This design comes from an exercise in tuning for small area, a short achievable clock period and few clock cycles on the open sky130 flow, not from production work.
Where RTL was checked, it was by simulation tests only, not by an equivalence proof against the original.
Power is estimated from default activity; no workload was simulated.

==> run a <==
Design l2Cache, start of the top module:
module l2Cache (
  input  logic         clk,
  input  logic         rst,
  input  logic         psel,
  input  logic         penable,
  input  logic         pwrite,
  input  logic [31:0]  paddr,
  input  logic [31:0]  pwdata,
  output logic         pready,
  output logic [31:0]  prdata,
  output logic         pslverr,
  output logic [8:0]   resp,
  output logic         respValid
);
make LEC_CHECK=0 ABC_CLOCK_PERIOD_IN_PS=3000 CAP_MARGIN=20 CORE_MARGIN=2 CORE_UTILIZATION=55 SETUP_SLACK_MARGIN=2.5 SLEW_MARGIN=20 finish   # period 6.0 ns
run.sh (not shown) runs the stock make flow with config.mk's settings and CLKGATE_MAP_FILE= SYNTH_SCRIPT=/design/flow/synth_recipe.tcl, a recipe that flattens the netlist after the stock synthesis.
==> run b: changes against run a <==
==> flow/config.mk (replaced) <==
export PLATFORM = sky130hd
export DESIGN_NAME = l2Cache
export DESIGN_NICKNAME = l2Cache
export VERILOG_FILES = /design/flow/design.v
export SDC_FILE = /design/flow/constraint.sdc
export NUM_CORES = 4
export LEC_CHECK = 0
export CAP_MARGIN = 20
export CORE_MARGIN = 2
export CORE_UTILIZATION = 55
export SETUP_SLACK_MARGIN = 3.0
export SLEW_MARGIN = 20
==> reports/qor.csv <==
stage,metric,value,unit
route,wire_per_inst,33.3,um
final_layout,inv_count,45,
final_layout,nMultiInputCombCells,2529,
power,ir_drop,314,uV
critical_path,r2r_end,i_tagStore.g_set[12].age[0],
outcome,status,finished clean,
critical_path,slowest_stage,nor2_1,
route,met2_length,105,mm
the above is filed under run b

==> reports/qor.csv <==
stage,metric,value,unit
power,p_comb_frac,0.072,
outcome,status,finished clean,
route,wire_per_inst,31.6,um
place,dp.cells,6389,
final_layout,multi_input_area_share,0.269,
final_layout,nMultiInputCombCells,2508,
critical_path,slowest_stage,or4b_4,
final_layout,inv_count,41,
die,die_area,0.137,mm^2
power,ir_drop,262,uV
the above is filed under run a

No functional check of the RTL was part of any run of this note.


==> run H: inputs <==
Another version of the RTL of l2Cache (not shown whole).
==> flow/config.mk <==
export PLATFORM = sky130hd
export DESIGN_NAME = l2Cache
export DESIGN_NICKNAME = l2Cache
export VERILOG_FILES = /design/flow/design.v
export SDC_FILE = /design/flow/constraint.sdc
export NUM_CORES = 4
export LEC_CHECK = 0
export CAP_MARGIN = 20
export CORE_MARGIN = 2
export CORE_UTILIZATION = 70
export CTS_BUF_LIST = sky130_fd_sc_hd__clkbuf_8
export CTS_CLUSTER_DIAMETER = 100
export CTS_CLUSTER_SIZE = 16
export SETUP_SLACK_MARGIN = 3.0
export SLEW_MARGIN = 20
export TNS_END_PERCENT = 5
==> flow/constraint.sdc <==
create_clock -name core_clock -period 6.0 [get_ports {clk}]
set_input_delay 1.2000 -clock core_clock [delete_from_list [all_inputs] [get_ports {clk}]]
set_output_delay 1.2000 -clock core_clock [all_outputs]
set_load 0.01 [all_outputs]
standard.sh (not shown) runs the stock make flow with config.mk's settings and CLKGATE_MAP_FILE= SYNTH_SCRIPT=/design/flow/synth_recipe.tcl, a recipe that flattens the netlist after the stock synthesis.
==> flow/flow/run.sh <==
#!/bin/bash
set -o pipefail
export BUFFER_PORTS_ARGS="-buffer_cell sky130_fd_sc_hd__buf_4"
bash standard.sh > standard.log 2>&1
==> run K (differences from run H) <==
--- a/flow/design.v
+++ b/flow/design.v
@@ -14,17 +14,18 @@
 endpackage
 `default_nettype wire
 `timescale 1ns/1ps
 `default_nettype none
 module tagStore (
   input  logic                                  clk,
   input  logic                                  clr,       
   input  logic [l2CachePkg::IndexBits-1:0]      rdIdx,
-  input  logic [l2CachePkg::NumSets-1:0]        wrSet,     
+  input  logic [l2CachePkg::IndexBits-1:0]      wrIdx,
+  input  logic                                  wrEn,
   input  logic [l2CachePkg::NumWays-1:0]        wrLine,    
   input  logic                                  wrOrderEn,
   input  logic [l2CachePkg::TagBits-1:0]        wrTag,
   input  logic [1:0]                            wrState,
   input  logic [l2CachePkg::OrderBits-1:0]      wrOrder,
   output logic [l2CachePkg::NumWays-1:0][l2CachePkg::TagBits-1:0] rdTag,
   output logic [l2CachePkg::NumWays-1:0][1:0]   rdState,
   output logic [l2CachePkg::OrderBits-1:0]      rdOrder
@@ -36,17 +37,17 @@
   logic [NumSets-1:0][l2CachePkg::OrderBits-1:0]            orderQ;
   logic [1:0]                       stateD;
   logic [l2CachePkg::OrderBits-1:0] orderD;
   assign stateD = clr ? l2CachePkg::StI : wrState;
   assign orderD = clr ? '0 : wrOrder;
   for (genvar s = 0; s < NumSets; s++) begin : g_set
     logic                              setWr;
     logic [l2CachePkg::OrderBits-1:0]  order;
-    assign setWr = wrSet[s];
+    assign setWr = wrEn && (wrIdx == s);
     for (genvar w = 0; w < NumWays; w++) begin : g_way
       logic [l2CachePkg::TagBits-1:0] tag;
       logic [1:0]                     state;
       always_ff @(posedge clk) begin
         if (setWr && wrLine[w]) tag <= wrTag;
       end
       always_ff @(posedge clk) begin
         if (clr || (setWr && wrLine[w])) state <= stateD;
@@ -54,19 +55,30 @@
       assign tagQ[s][w]   = tag;
       assign stateQ[s][w] = state;
     end
     always_ff @(posedge clk) begin
       if (clr || (setWr && wrOrderEn)) order <= orderD;    
     end
     assign orderQ[s] = order;
   end
-  assign rdTag   = tagQ[rdIdx];
-  assign rdState = stateQ[rdIdx];
-  assign rdOrder = orderQ[rdIdx];
+  logic [NumSets-1:0] rdSel;
+  always_comb begin
+    for (int s = 0; s < NumSets; s++) rdSel[s] = (rdIdx == s);
+  end
+  always_comb begin
+    rdTag   = '0;
+    rdState = '0;
+    rdOrder = '0;
+    for (int s = 0; s < NumSets; s++) begin
+      rdTag   = rdTag   | ({$bits(rdTag){rdSel[s]}}   & tagQ[s]);
+      rdState = rdState | ({$bits(rdState){rdSel[s]}} & stateQ[s]);
+      rdOrder = rdOrder | ({$bits(rdOrder){rdSel[s]}} & orderQ[s]);
+    end
+  end
 endmodule
 `default_nettype wire
 `timescale 1ns/1ps
 `default_nettype none
 module wayLookup (
   input  logic [l2CachePkg::NumWays-1:0][l2CachePkg::TagBits-1:0] lineTag,
   input  logic [l2CachePkg::NumWays-1:0][1:0]   lineState,
   input  logic [l2CachePkg::OrderBits-1:0]      order,
@@ -130,28 +142,26 @@
       3'd1:       lkMissResp = {StM, l2CachePkg::BusRfo, l2CachePkg::SnMiss};
       default:    lkMissResp = {StI, l2CachePkg::BusNone, l2CachePkg::SnMiss};    
     endcase
   end
   logic [l2CachePkg::NumWays-1:0]      match;
   logic [l2CachePkg::NumWays-1:0][5:0] hitResp;
   logic [5:0]                          missResp;
   logic [1:0]                          victimWay;
-  logic [1:0]                          hitHalf;    
+  logic                                hit;
   always_ff @(posedge clk) begin
     match     <= lkMatch;
-    hitHalf   <= {lkMatch[2] | lkMatch[3], lkMatch[0] | lkMatch[1]};
+    hit       <= |lkMatch;
     hitResp   <= lkHitResp;
     missResp  <= lkMissResp;
     victimWay <= lkVictim;
   end
-  logic       hit;
   logic [5:0] pick;
   always_comb begin
-    hit  = |hitHalf;
     pick = {6{!hit}} & missResp;
     for (int w = 0; w < l2CachePkg::NumWays; w++) pick = pick | ({6{match[w]}} & hitResp[w]);
   end
   always_comb begin
     for (int w = 0; w < l2CachePkg::NumWays; w++) useLine[w] = match[w] || (!hit && victimWay == w);
   end
   assign resp = {hit,
                  {match[2] | match[3], match[1] | match[3]} | ({2{!hit}} & victimWay),
@@ -168,35 +178,37 @@
   input  logic         hit,
   input  logic [1:0]   countSel,
   output logic [31:0]  countData
 );
   logic [31:0] hitCnt;
   logic [31:0] missCnt;
   logic [31:0] readCnt;
   logic [31:0] writeCnt;
-  logic [3:0]  sel;
   always_ff @(posedge clk) begin
     if (rst) begin
       hitCnt   <= '0;
       missCnt  <= '0;
       readCnt  <= '0;
       writeCnt <= '0;
     end else begin
       hitCnt   <= hitCnt   + {31'd0, countEn &&  hit};
       missCnt  <= missCnt  + {31'd0, countEn && !hit};
       writeCnt <= writeCnt + {31'd0, countEn &&  isWrite};
       readCnt  <= readCnt  + {31'd0, countEn && !isWrite};
     end
   end
   always_ff @(posedge clk) begin
-    for (int i = 0; i < 4; i++) sel[i] <= (countSel == i);
+    case (countSel)
+      2'd0:    countData <= hitCnt;
+      2'd1:    countData <= missCnt;
+      2'd2:    countData <= readCnt;
+      default: countData <= writeCnt;
+    endcase
   end
-  assign countData = ({32{sel[0]}} & hitCnt)  | ({32{sel[1]}} & missCnt) |
-                     ({32{sel[2]}} & readCnt) | ({32{sel[3]}} & writeCnt);
 endmodule
 `default_nettype wire
 `timescale 1ns/1ps
 `default_nettype none
 module apbCmdPort (
   input  logic         clk,
   input  logic         rst,
   input  logic         psel,
@@ -291,25 +303,21 @@
     .lkMatch  (lkMatch),
     .lkState  (rdState),
     .lkVictim (lkVictim),
     .op       (pwdata[4:2]),
     .snoopIn  (pwdata[1:0]),
     .resp     (resp),
     .useLine  (useLine)
   );
-  logic [OrderBits-1:0]            order;
-  logic [l2CachePkg::NumSets-1:0]  wrSet;    
-  always_ff @(posedge clk) begin
-    order <= rdOrder;
-  end
+  logic [OrderBits-1:0] order;
+  logic [3:0]           wrIndex;
   always_ff @(posedge clk) begin
-    for (int s = 0; s < l2CachePkg::NumSets; s++) begin
-      wrSet[s] <= !rst && psel && !penable && pwrite && (reqIndex == s);
-    end
+    order   <= rdOrder;
+    wrIndex <= reqIndex;
   end
   logic               hit;
   logic [NumWays-1:0] useLine;
   logic [1:0]         newState;
   logic [NumWays-1:0] wrLine;
   logic [OrderBits-1:0] newOrder;
   assign hit      = resp[8];
   assign newState = resp[5:4];
@@ -323,17 +331,18 @@
   assign newOrder[2] = !useLine[0] && (useLine[3] || order[2]);    
   assign newOrder[3] = !useLine[1] && (useLine[2] || order[3]);    
   assign newOrder[4] = !useLine[1] && (useLine[3] || order[4]);    
   assign newOrder[5] = !useLine[2] && (useLine[3] || order[5]);    
   tagStore i_tagStore (
     .clk       (clk),
     .clr       (rst || (respValid && opClear)),
     .rdIdx     (reqIndex),
-    .wrSet     (wrSet),
+    .wrIdx     (wrIndex),
+    .wrEn      (respValid),
     .wrLine    (wrLine),
     .wrOrderEn (opL1),
     .wrTag     (reqTag),
     .wrState   (newState),
     .wrOrder   (newOrder),
     .rdTag     (rdTag),
     .rdState   (rdState),
     .rdOrder   (rdOrder)
==> flow/run.sh (new file) <==
#!/bin/bash
# synth_recipe.tcl (not shown) runs the flow's synth.tcl, then flattens the netlist and writes it again
# the make line also repeats each setting of config.mk as NAME=value (left out here)
make -C /OpenROAD-flow-scripts/flow DESIGN_CONFIG=/design/flow/config.mk WORK_HOME=/design/flow/orfs CLKGATE_MAP_FILE= SYNTH_SCRIPT=/design/flow/synth_recipe.tcl finish
- ABC_CLOCK_PERIOD_IN_PS: not set -> 3000
- CORE_UTILIZATION: 70 -> 55
- CTS_BUF_LIST: sky130_fd_sc_hd__clkbuf_8 -> not set
- CTS_CLUSTER_SIZE: 16 -> 20
- TNS_END_PERCENT: 5 -> not set
removed: flow/flow/run.sh
removed: flow/standard.sh
==> run Y (differences from run H) <==
--- a/flow/design.v
+++ b/flow/design.v
@@ -14,53 +14,52 @@
 endpackage
 `default_nettype wire
 `timescale 1ns/1ps
 `default_nettype none
 module tagStore (
   input  logic                                  clk,
   input  logic                                  clr,       
   input  logic [l2CachePkg::IndexBits-1:0]      rdIdx,
-  input  logic [l2CachePkg::NumSets-1:0]        wrSet,     
+  input  logic [l2CachePkg::IndexBits-1:0]      wrIdx,
+  input  logic                                  wrEn,
   input  logic [l2CachePkg::NumWays-1:0]        wrLine,    
   input  logic                                  wrOrderEn,
   input  logic [l2CachePkg::TagBits-1:0]        wrTag,
   input  logic [1:0]                            wrState,
   input  logic [l2CachePkg::OrderBits-1:0]      wrOrder,
   output logic [l2CachePkg::NumWays-1:0][l2CachePkg::TagBits-1:0] rdTag,
   output logic [l2CachePkg::NumWays-1:0][1:0]   rdState,
   output logic [l2CachePkg::OrderBits-1:0]      rdOrder
 );
   localparam int NumSets = l2CachePkg::NumSets;
   localparam int NumWays = l2CachePkg::NumWays;
   logic [NumSets-1:0][NumWays-1:0][l2CachePkg::TagBits-1:0] tagQ;
   logic [NumSets-1:0][NumWays-1:0][1:0]                     stateQ;
   logic [NumSets-1:0][l2CachePkg::OrderBits-1:0]            orderQ;
-  logic [1:0]                       stateD;
-  logic [l2CachePkg::OrderBits-1:0] orderD;
-  assign stateD = clr ? l2CachePkg::StI : wrState;
-  assign orderD = clr ? '0 : wrOrder;
   for (genvar s = 0; s < NumSets; s++) begin : g_set
     logic                              setWr;
     logic [l2CachePkg::OrderBits-1:0]  order;
-    assign setWr = wrSet[s];
+    assign setWr = wrEn && (wrIdx == s);
     for (genvar w = 0; w < NumWays; w++) begin : g_way
       logic [l2CachePkg::TagBits-1:0] tag;
       logic [1:0]                     state;
       always_ff @(posedge clk) begin
         if (setWr && wrLine[w]) tag <= wrTag;
       end
       always_ff @(posedge clk) begin
-        if (clr || (setWr && wrLine[w])) state <= stateD;
+        if (clr)                     state <= l2CachePkg::StI;
+        else if (setWr && wrLine[w]) state <= wrState;
       end
       assign tagQ[s][w]   = tag;
       assign stateQ[s][w] = state;
     end
     always_ff @(posedge clk) begin
-      if (clr || (setWr && wrOrderEn)) order <= orderD;    
+      if (clr)                     order <= '0;    
+      else if (setWr && wrOrderEn) order <= wrOrder;
     end
     assign orderQ[s] = order;
   end
   assign rdTag   = tagQ[rdIdx];
   assign rdState = stateQ[rdIdx];
   assign rdOrder = orderQ[rdIdx];
 endmodule
 `default_nettype wire
@@ -130,28 +129,26 @@
       3'd1:       lkMissResp = {StM, l2CachePkg::BusRfo, l2CachePkg::SnMiss};
       default:    lkMissResp = {StI, l2CachePkg::BusNone, l2CachePkg::SnMiss};    
     endcase
   end
   logic [l2CachePkg::NumWays-1:0]      match;
   logic [l2CachePkg::NumWays-1:0][5:0] hitResp;
   logic [5:0]                          missResp;
   logic [1:0]                          victimWay;
-  logic [1:0]                          hitHalf;    
   always_ff @(posedge clk) begin
     match     <= lkMatch;
-    hitHalf   <= {lkMatch[2] | lkMatch[3], lkMatch[0] | lkMatch[1]};
     hitResp   <= lkHitResp;
     missResp  <= lkMissResp;
     victimWay <= lkVictim;
   end
   logic       hit;
   logic [5:0] pick;
   always_comb begin
-    hit  = |hitHalf;
+    hit  = |match;
     pick = {6{!hit}} & missResp;
     for (int w = 0; w < l2CachePkg::NumWays; w++) pick = pick | ({6{match[w]}} & hitResp[w]);
   end
   always_comb begin
     for (int w = 0; w < l2CachePkg::NumWays; w++) useLine[w] = match[w] || (!hit && victimWay == w);
   end
   assign resp = {hit,
                  {match[2] | match[3], match[1] | match[3]} | ({2{!hit}} & victimWay),
@@ -168,35 +165,37 @@
   input  logic         hit,
   input  logic [1:0]   countSel,
   output logic [31:0]  countData
 );
   logic [31:0] hitCnt;
   logic [31:0] missCnt;
   logic [31:0] readCnt;
   logic [31:0] writeCnt;
-  logic [3:0]  sel;
   always_ff @(posedge clk) begin
     if (rst) begin
       hitCnt   <= '0;
       missCnt  <= '0;
       readCnt  <= '0;
       writeCnt <= '0;
-    end else begin
-      hitCnt   <= hitCnt   + {31'd0, countEn &&  hit};
-      missCnt  <= missCnt  + {31'd0, countEn && !hit};
-      writeCnt <= writeCnt + {31'd0, countEn &&  isWrite};
-      readCnt  <= readCnt  + {31'd0, countEn && !isWrite};
+    end else if (countEn) begin
+      if (hit) hitCnt <= hitCnt + 1'b1;
+      else     missCnt <= missCnt + 1'b1;
+      if (isWrite) writeCnt <= writeCnt + 1'b1;
+      else         readCnt <= readCnt + 1'b1;
     end
   end
   always_ff @(posedge clk) begin
-    for (int i = 0; i < 4; i++) sel[i] <= (countSel == i);
+    case (countSel)
+      2'd0:    countData <= hitCnt;
+      2'd1:    countData <= missCnt;
+      2'd2:    countData <= readCnt;
+      default: countData <= writeCnt;
+    endcase
   end
-  assign countData = ({32{sel[0]}} & hitCnt)  | ({32{sel[1]}} & missCnt) |
-                     ({32{sel[2]}} & readCnt) | ({32{sel[3]}} & writeCnt);
 endmodule
 `default_nettype wire
 `timescale 1ns/1ps
 `default_nettype none
 module apbCmdPort (
   input  logic         clk,
   input  logic         rst,
   input  logic         psel,
@@ -291,26 +290,20 @@
     .lkMatch  (lkMatch),
     .lkState  (rdState),
     .lkVictim (lkVictim),
     .op       (pwdata[4:2]),
     .snoopIn  (pwdata[1:0]),
     .resp     (resp),
     .useLine  (useLine)
   );
-  logic [OrderBits-1:0]            order;
-  logic [l2CachePkg::NumSets-1:0]  wrSet;    
+  logic [OrderBits-1:0] order;
   always_ff @(posedge clk) begin
     order <= rdOrder;
   end
-  always_ff @(posedge clk) begin
-    for (int s = 0; s < l2CachePkg::NumSets; s++) begin
-      wrSet[s] <= !rst && psel && !penable && pwrite && (reqIndex == s);
-    end
-  end
   logic               hit;
   logic [NumWays-1:0] useLine;
   logic [1:0]         newState;
   logic [NumWays-1:0] wrLine;
   logic [OrderBits-1:0] newOrder;
   assign hit      = resp[8];
   assign newState = resp[5:4];
   always_comb begin
@@ -323,17 +316,18 @@
   assign newOrder[2] = !useLine[0] && (useLine[3] || order[2]);    
   assign newOrder[3] = !useLine[1] && (useLine[2] || order[3]);    
   assign newOrder[4] = !useLine[1] && (useLine[3] || order[4]);    
   assign newOrder[5] = !useLine[2] && (useLine[3] || order[5]);    
   tagStore i_tagStore (
     .clk       (clk),
     .clr       (rst || (respValid && opClear)),
     .rdIdx     (reqIndex),
-    .wrSet     (wrSet),
+    .wrIdx     (reqIndex),
+    .wrEn      (respValid),
     .wrLine    (wrLine),
     .wrOrderEn (opL1),
     .wrTag     (reqTag),
     .wrState   (newState),
     .wrOrder   (newOrder),
     .rdTag     (rdTag),
     .rdState   (rdState),
     .rdOrder   (rdOrder)
==> flow/run.sh (new file) <==
#!/bin/bash
# synth_recipe.tcl (not shown) runs the flow's synth.tcl, then flattens the netlist and writes it again
# the make line also repeats each setting of config.mk as NAME=value (left out here)
make -C /OpenROAD-flow-scripts/flow DESIGN_CONFIG=/design/flow/config.mk WORK_HOME=/design/flow/orfs CLKGATE_MAP_FILE= SYNTH_SCRIPT=/design/flow/synth_recipe.tcl finish
- ABC_CLOCK_PERIOD_IN_PS: not set -> 3000
- CORE_UTILIZATION: 70 -> 55
- CTS_BUF_LIST: sky130_fd_sc_hd__clkbuf_8 -> not set
- CTS_CLUSTER_SIZE: 16 -> 30
- SETUP_SLACK_MARGIN: 3.0 -> 3.2
- TNS_END_PERCENT: 5 -> not set
removed: flow/flow/run.sh
removed: flow/standard.sh
==> summary of the runs <==
Utilization: run H > run K > run Y. Against run Y, the hold slack of run K is better by 0.033 ns. Against run Y, the cell count of run K is larger by 1.2%. Synthesized cell count, highest first: run K, run Y, run H. Of run H and run Y, run H has the higher combinational power (gap about 14%, measured against run Y). Clock power: run H is smaller than run K (about 19%). Fmax: run Y is lower than run H (2.3%).
Testbench counts of run H, summed over its fixed seeds: cycles 24,000.
Testbench counts of run K, summed over its fixed seeds: cycles 24,000.
Testbench counts of run Y, summed over its fixed seeds: cycles 24,000.

-- what the ideal ports hide --
The flow's constraints put no driver on any port. The routed layouts listed below were extracted and timed again, unchanged, in two steps.
Step 1, drivers: a clkbuf_16 drives clk and a buf_2 each remaining input, both assumed.
Step 2 moves the port delays by t, midway between the first and last clock arrival at a register: inputs arrive t later, outputs are due t later. That takes back most of the time a late clock gives input paths.
Three values: ideal, step 1, step 2; two values: the first two.
run | t (ns) | setup WS [ns] | latest minus earliest clock arrival (ns) | worst slew at a driven data input, ns | cell pins on the clock port's net
run a | 0.890 | 2.284 / 1.938 / 1.048 | 0.030 / 0.030 | 0.54 | 1
run b | 0.891 | 2.153 / 1.787 / 0.896 | 0.037 / 0.037 | 0.55 | 1
run H | 0.921 | 2.754 / 2.518 / 1.597 | 0.041 / 0.041 | 0.33 | 1
run K | 0.826 | 2.487 / 2.262 / 1.436 | 0.047 / 0.048 | 0.34 | 1
run Y | 0.797 | 2.677 / 2.595 / 1.800 | 0.042 / 0.041 | 0.41 | 1
After both steps setup and hold are still met in every run listed. For run b, which loses most, drivers alone change the setup slack by -0.366 ns; drivers and shift together by -1.257 ns.
